Source: an optimization exercise on an open RTL-to-GDS flow (aim: a short achievable clock period and few clock cycles). Production flows keep margins and buffers that such runs may drop. Function was checked by simulation only, so behaviour that the tests miss may differ from the original. Power figures rest on the tool's default switching activity, not on a simulated workload.

==> trial 8: inputs <==
## two_stacks_shared_memory
module two_stacks_shared_memory (
  input  logic        clk,
  input  logic        rst_n,
  input  logic        start,
  output logic        busy,
  input  logic [34:0] in_item,
  output logic        out_valid,
  output logic [45:0] out_item,
  input  logic        cfg_we,
  input  logic [8:0]  cfg_wdata
);
Settings: LEC_CHECK=0, CAP_MARGIN=20, CORE_MARGIN=2, CORE_UTILIZATION=25, PLACE_DENSITY=0.35, SLEW_MARGIN=20, SYNTH_MEMORY_MAX_BITS=16384; clock period 10.0 ns.
run.sh (not shown) runs the stock make flow with config.mk's settings and CLKGATE_MAP_FILE= SYNTH_SCRIPT=/design/flow/synth_recipe.tcl, a recipe that flattens the netlist after the stock synthesis.
==> inputs of build 15, as changes to trial 8 <==
--- a/flow/design.v
+++ b/flow/design.v
@@ -29,43 +29,68 @@
     logic [CW-1:0]        used_total;
   } tss_out_t;
 endpackage
 module tss_ram #(
   parameter int WIDTH = 32,
   parameter int DEPTH = 256
 ) (
   input  logic                     clk,
-  input  logic                     we,
+  input  logic                     en,       
+  input  logic                     we,       
   input  logic [$clog2(DEPTH)-1:0] addr,
   input  logic [WIDTH-1:0]         wdata,
-  output logic [WIDTH-1:0]         rdata     
+  output logic [WIDTH-1:0]         rdata
 );
   localparam int GS = 16;
   localparam int NG = DEPTH / GS;
+  logic [GS-1:0]          lo_dec;
+  logic [NG-1:0]          hi_dec;
+  logic [DEPTH-1:0]       sel_r, wsel_r;
+  logic [WIDTH-1:0]       wdata_r;
   logic [DEPTH*WIDTH-1:0] mem;
-  logic [NG*WIDTH-1:0]    cand_d, cand_r;
-  logic [3:0]             grp_r;
+  logic [NG*WIDTH-1:0]    part_d, part_r;
+  for (genvar i = 0; i < GS; i++) begin : g_lo
+    assign lo_dec[i] = addr[3:0] == i;
+  end
+  for (genvar i = 0; i < NG; i++) begin : g_hi
+    assign hi_dec[i] = en && addr[7:4] == i;
+  end
+  always_ff @(posedge clk) begin
+    for (int w = 0; w < DEPTH; w++) begin
+      sel_r[w]  <= hi_dec[w / GS] & lo_dec[w % GS];
+      wsel_r[w] <= we & hi_dec[w / GS] & lo_dec[w % GS];
+    end
+    wdata_r <= wdata;
+  end
   for (genvar w = 0; w < DEPTH; w++) begin : g_word
     always_ff @(posedge clk) begin
-      if (we && addr == w) begin
-        mem[w*WIDTH +: WIDTH] <= wdata;
+      if (wsel_r[w]) begin
+        mem[w*WIDTH +: WIDTH] <= wdata_r;
       end
     end
   end
-  for (genvar g = 0; g < NG; g++) begin : g_grp
-    logic [GS*WIDTH-1:0] row;
-    assign row = mem[g*GS*WIDTH +: GS*WIDTH];
-    assign cand_d[g*WIDTH +: WIDTH] = row[addr[3:0]*WIDTH +: WIDTH];
+  always_comb begin
+    part_d = '0;
+    for (int g = 0; g < NG; g++) begin
+      for (int j = 0; j < GS; j++) begin
+        part_d[g*WIDTH +: WIDTH] = part_d[g*WIDTH +: WIDTH]
+          | ({WIDTH{sel_r[g*GS+j]}} & mem[(g*GS+j)*WIDTH +: WIDTH]);
+      end
+    end
   end
   always_ff @(posedge clk) begin
-    cand_r <= cand_d;
-    grp_r  <= addr[7:4];
+    part_r <= part_d;
+  end
+  always_comb begin
+    rdata = '0;
+    for (int g = 0; g < NG; g++) begin
+      rdata = rdata | part_r[g*WIDTH +: WIDTH];
+    end
   end
-  assign rdata = cand_r[grp_r*WIDTH +: WIDTH];
 endmodule
 module tss_ctrl (
   input  logic                   clk,
   input  logic                   rst_n,
   input  logic                   start,
   output logic                   busy,
   input  tss_pkg::tss_in_t       in_item,
   input  logic                   cfg_we,
@@ -89,16 +114,17 @@
   input  logic                   clk,
   input  logic                   rst_n,
   input  logic                   req_v,
   input  logic [2:0]             req_type,
   input  logic [tss_pkg::DW-1:0] req_value,
   input  logic                   cfg_v,
   input  logic [tss_pkg::CW-1:0] cfg_data,
   output logic                   acc_v,
+  output logic                   acc_en,
   output logic                   acc_we,
   output logic                   acc_hit,
   output logic [tss_pkg::AW-1:0] acc_addr,
   output logic [tss_pkg::DW-1:0] acc_wdata,
   output logic [1:0]             acc_stat,
   output logic                   st_full,
   output logic                   st_e1,
   output logic                   st_e2,
@@ -202,16 +228,17 @@
         used_r <= used_r - CW'(1);
         room_r <= room_r + CW'(1);
         full_r <= 1'b0;
       end
     end
   end
   always_ff @(posedge clk) begin
     acc_v     <= req_v & rst_n;
+    acc_en    <= req_v & ~(req_type[2] & req_type[1]);
     acc_we    <= push;
     acc_hit   <= req_v & hit;
     acc_addr  <= addr;
     acc_wdata <= req_value;
     acc_stat  <= stat;
   end
   assign st_full = full_r;
   assign st_e1   = e1_r;
@@ -233,23 +260,26 @@
   localparam int AW = tss_pkg::AW;
   localparam int DW = tss_pkg::DW;
   tss_pkg::tss_in_t  in_s;
   tss_pkg::tss_out_t out_s;
   logic          req_v, cfg_v;
   logic [2:0]    req_type;
   logic [DW-1:0] req_value;
   logic [CW-1:0] cfg_data;
-  logic          acc_v, acc_we, acc_hit;
+  logic          acc_v, acc_en, acc_we, acc_hit;
   logic [AW-1:0] acc_addr;
   logic [DW-1:0] acc_wdata;
   logic [1:0]    acc_stat;
   logic          st_full, st_e1, st_e2;
   logic [CW-1:0] st_used;
   logic [DW-1:0] ram_rdata;
+  logic          dc_v, dc_hit, dc_full, dc_e1, dc_e2;
+  logic [1:0]    dc_stat;
+  logic [CW-1:0] dc_used;
   logic          rd_v, rd_hit, rd_full, rd_e1, rd_e2;
   logic [1:0]    rd_stat;
   logic [CW-1:0] rd_used;
   logic          res_v, res_full, res_e1, res_e2;
   logic [DW-1:0] res_data;
   logic [1:0]    res_stat;
   logic [CW-1:0] res_used;
   assign in_s = in_item;
@@ -271,44 +301,55 @@
     .clk       (clk),
     .rst_n     (rst_n),
     .req_v     (req_v),
     .req_type  (req_type),
     .req_value (req_value),
     .cfg_v     (cfg_v),
     .cfg_data  (cfg_data),
     .acc_v     (acc_v),
+    .acc_en    (acc_en),
     .acc_we    (acc_we),
     .acc_hit   (acc_hit),
     .acc_addr  (acc_addr),
     .acc_wdata (acc_wdata),
     .acc_stat  (acc_stat),
     .st_full   (st_full),
     .st_e1     (st_e1),
     .st_e2     (st_e2),
     .st_used   (st_used)
   );
   tss_ram #(
     .WIDTH (DW),
     .DEPTH (tss_pkg::DEPTH)
   ) u_ram (
     .clk   (clk),
+    .en    (acc_en),
     .we    (acc_we),
     .addr  (acc_addr),
     .wdata (acc_wdata),
     .rdata (ram_rdata)
   );
   always_ff @(posedge clk) begin
-    rd_v    <= acc_v & rst_n;
-    rd_hit  <= acc_hit;
-    rd_stat <= acc_stat;
-    rd_full <= st_full;
-    rd_e1   <= st_e1;
-    rd_e2   <= st_e2;
-    rd_used <= st_used;
+    dc_v    <= acc_v & rst_n;
+    dc_hit  <= acc_hit;
+    dc_stat <= acc_stat;
+    dc_full <= st_full;
+    dc_e1   <= st_e1;
+    dc_e2   <= st_e2;
+    dc_used <= st_used;
+  end
+  always_ff @(posedge clk) begin
+    rd_v    <= dc_v & rst_n;
+    rd_hit  <= dc_hit;
+    rd_stat <= dc_stat;
+    rd_full <= dc_full;
+    rd_e1   <= dc_e1;
+    rd_e2   <= dc_e2;
+    rd_used <= dc_used;
   end
   always_ff @(posedge clk) begin
     res_v    <= rd_v & rst_n;
     res_data <= rd_hit ? ram_rdata : '1;
     res_stat <= rd_stat;
     res_full <= rd_full;
     res_e1   <= rd_e1;
     res_e2   <= rd_e2;
==> flow/flow/run.sh (new file) <==
#!/bin/bash
# Own flow: the standard layout (standard.sh), with repair_timing asked
# for extra setup margin so it keeps improving paths past the 10 ns clock.
# make's output goes to make.log; each ORFS step logs under orfs/logs/.
set -euo pipefail
MARGIN=${MARGIN:-6.8}
sed -e "s/\"\${@:-finish}\"/SETUP_SLACK_MARGIN=$MARGIN \"\${@:-finish}\"/" standard.sh > own_standard.sh
grep -q "SETUP_SLACK_MARGIN=$MARGIN" own_standard.sh
bash own_standard.sh > make.log 2>&1
==> flow/standard.sh (new file) <==
#!/bin/bash
# synth_recipe.tcl (not shown) runs the flow's synth.tcl, then flattens the netlist and writes it again
# the make line also repeats each setting of config.mk as NAME=value (left out here)
make -C /OpenROAD-flow-scripts/flow DESIGN_CONFIG=/design/flow/config.mk WORK_HOME=/design/flow/orfs CLKGATE_MAP_FILE= SYNTH_SCRIPT=/design/flow/synth_recipe.tcl "${@:-finish}"
Settings changed: ABC_CLOCK_PERIOD_IN_PS set to 3000, CORE_UTILIZATION 25 to 62, CTS_CLUSTER_DIAMETER set to 150, CTS_CLUSTER_SIZE set to 25, PLACE_DENSITY 0.35 to 0.72, SYNTH_MEMORY_MAX_BITS 16384 to unset.
removed: flow/run.sh
==> run summary <==
run status=failed layout checks; violated checks=antenna violations; post-route ant nets=1; WP depth=1; Non-clock buffer share=under 10%; H-tree depth=5; cell internal pwr=just over 50 mW; Avg Inst Size Synth=about 20 sq um; dpl hpwl=498,000 um; switch share=between 15 and 20%; Worst Tran Pin Value=roughly 1.3 ns; core area=516,000 sq um; post-synthesis mux area share=less than 1%; RSZ-0062 raised after global routing=true; fraction of area in multi-input gates=13.3%
# the run above: build 15

==> run summary <==
run status=timing/DRC/antenna clean; Buf/Inv on CP=4; critical path data arrival time=6.28 ns; RSZ-0062 raised after global routing=false; H-tree depth=7; Synth Instances=approximately 13k; core area=around 1,300,000 sq um; Avg Inst Size Synth=25.1 sq um; share of cells above drive strength 1=approximately a third; nets=14.3k; DRT Wirelength=roughly 1,100,000 um; WP depth=6; Clk. pwr=38.2 mW; Non-clock buffer share=approximately 1.4%; cell internal pwr=between 60 and 70 mW; Worst Tran Pin Value=between 1 and 1.5 ns; post-route ant nets=0; CTS tree=built
# the run above: trial 8

Testbench counts of trial 8, summed over its fixed seeds: cycles 19,232.
Testbench counts of build 15, summed over its fixed seeds: cycles 19,240.

afterwards: timing with drivers on the ports:
The flow's constraints put no driver on any port. The routed layouts listed below were extracted and timed again, unchanged, in two steps.
Step 1 (the two cells are an assumption about what drives the block):
set clk [get_ports {clk}]
set_driving_cell -lib_cell sky130_fd_sc_hd__clkbuf_16 $clk
set_driving_cell -lib_cell sky130_fd_sc_hd__buf_2 [delete_from_list [all_inputs] $clk]
Step 2 adds t to the input delays and takes it off the output delays; t is the mean of the earliest and latest rising clock arrival at the registers after step 1. Input paths then give back, and output paths get back, about the clock's delay inside the block.
a / b / c = no drivers / after step 1 / after step 2; a / b = the first two.
run	t (ns)	setup slack, ns	worst setup path at the end
trial 8	1.393	4.820 / 4.820 / 4.820	register to register
build 15	1.223	6.465 / 6.322 / 5.947	input to register
The setup slack of build 15, which loses most, moves by -0.143 ns with the drivers and by -0.518 ns with both steps.
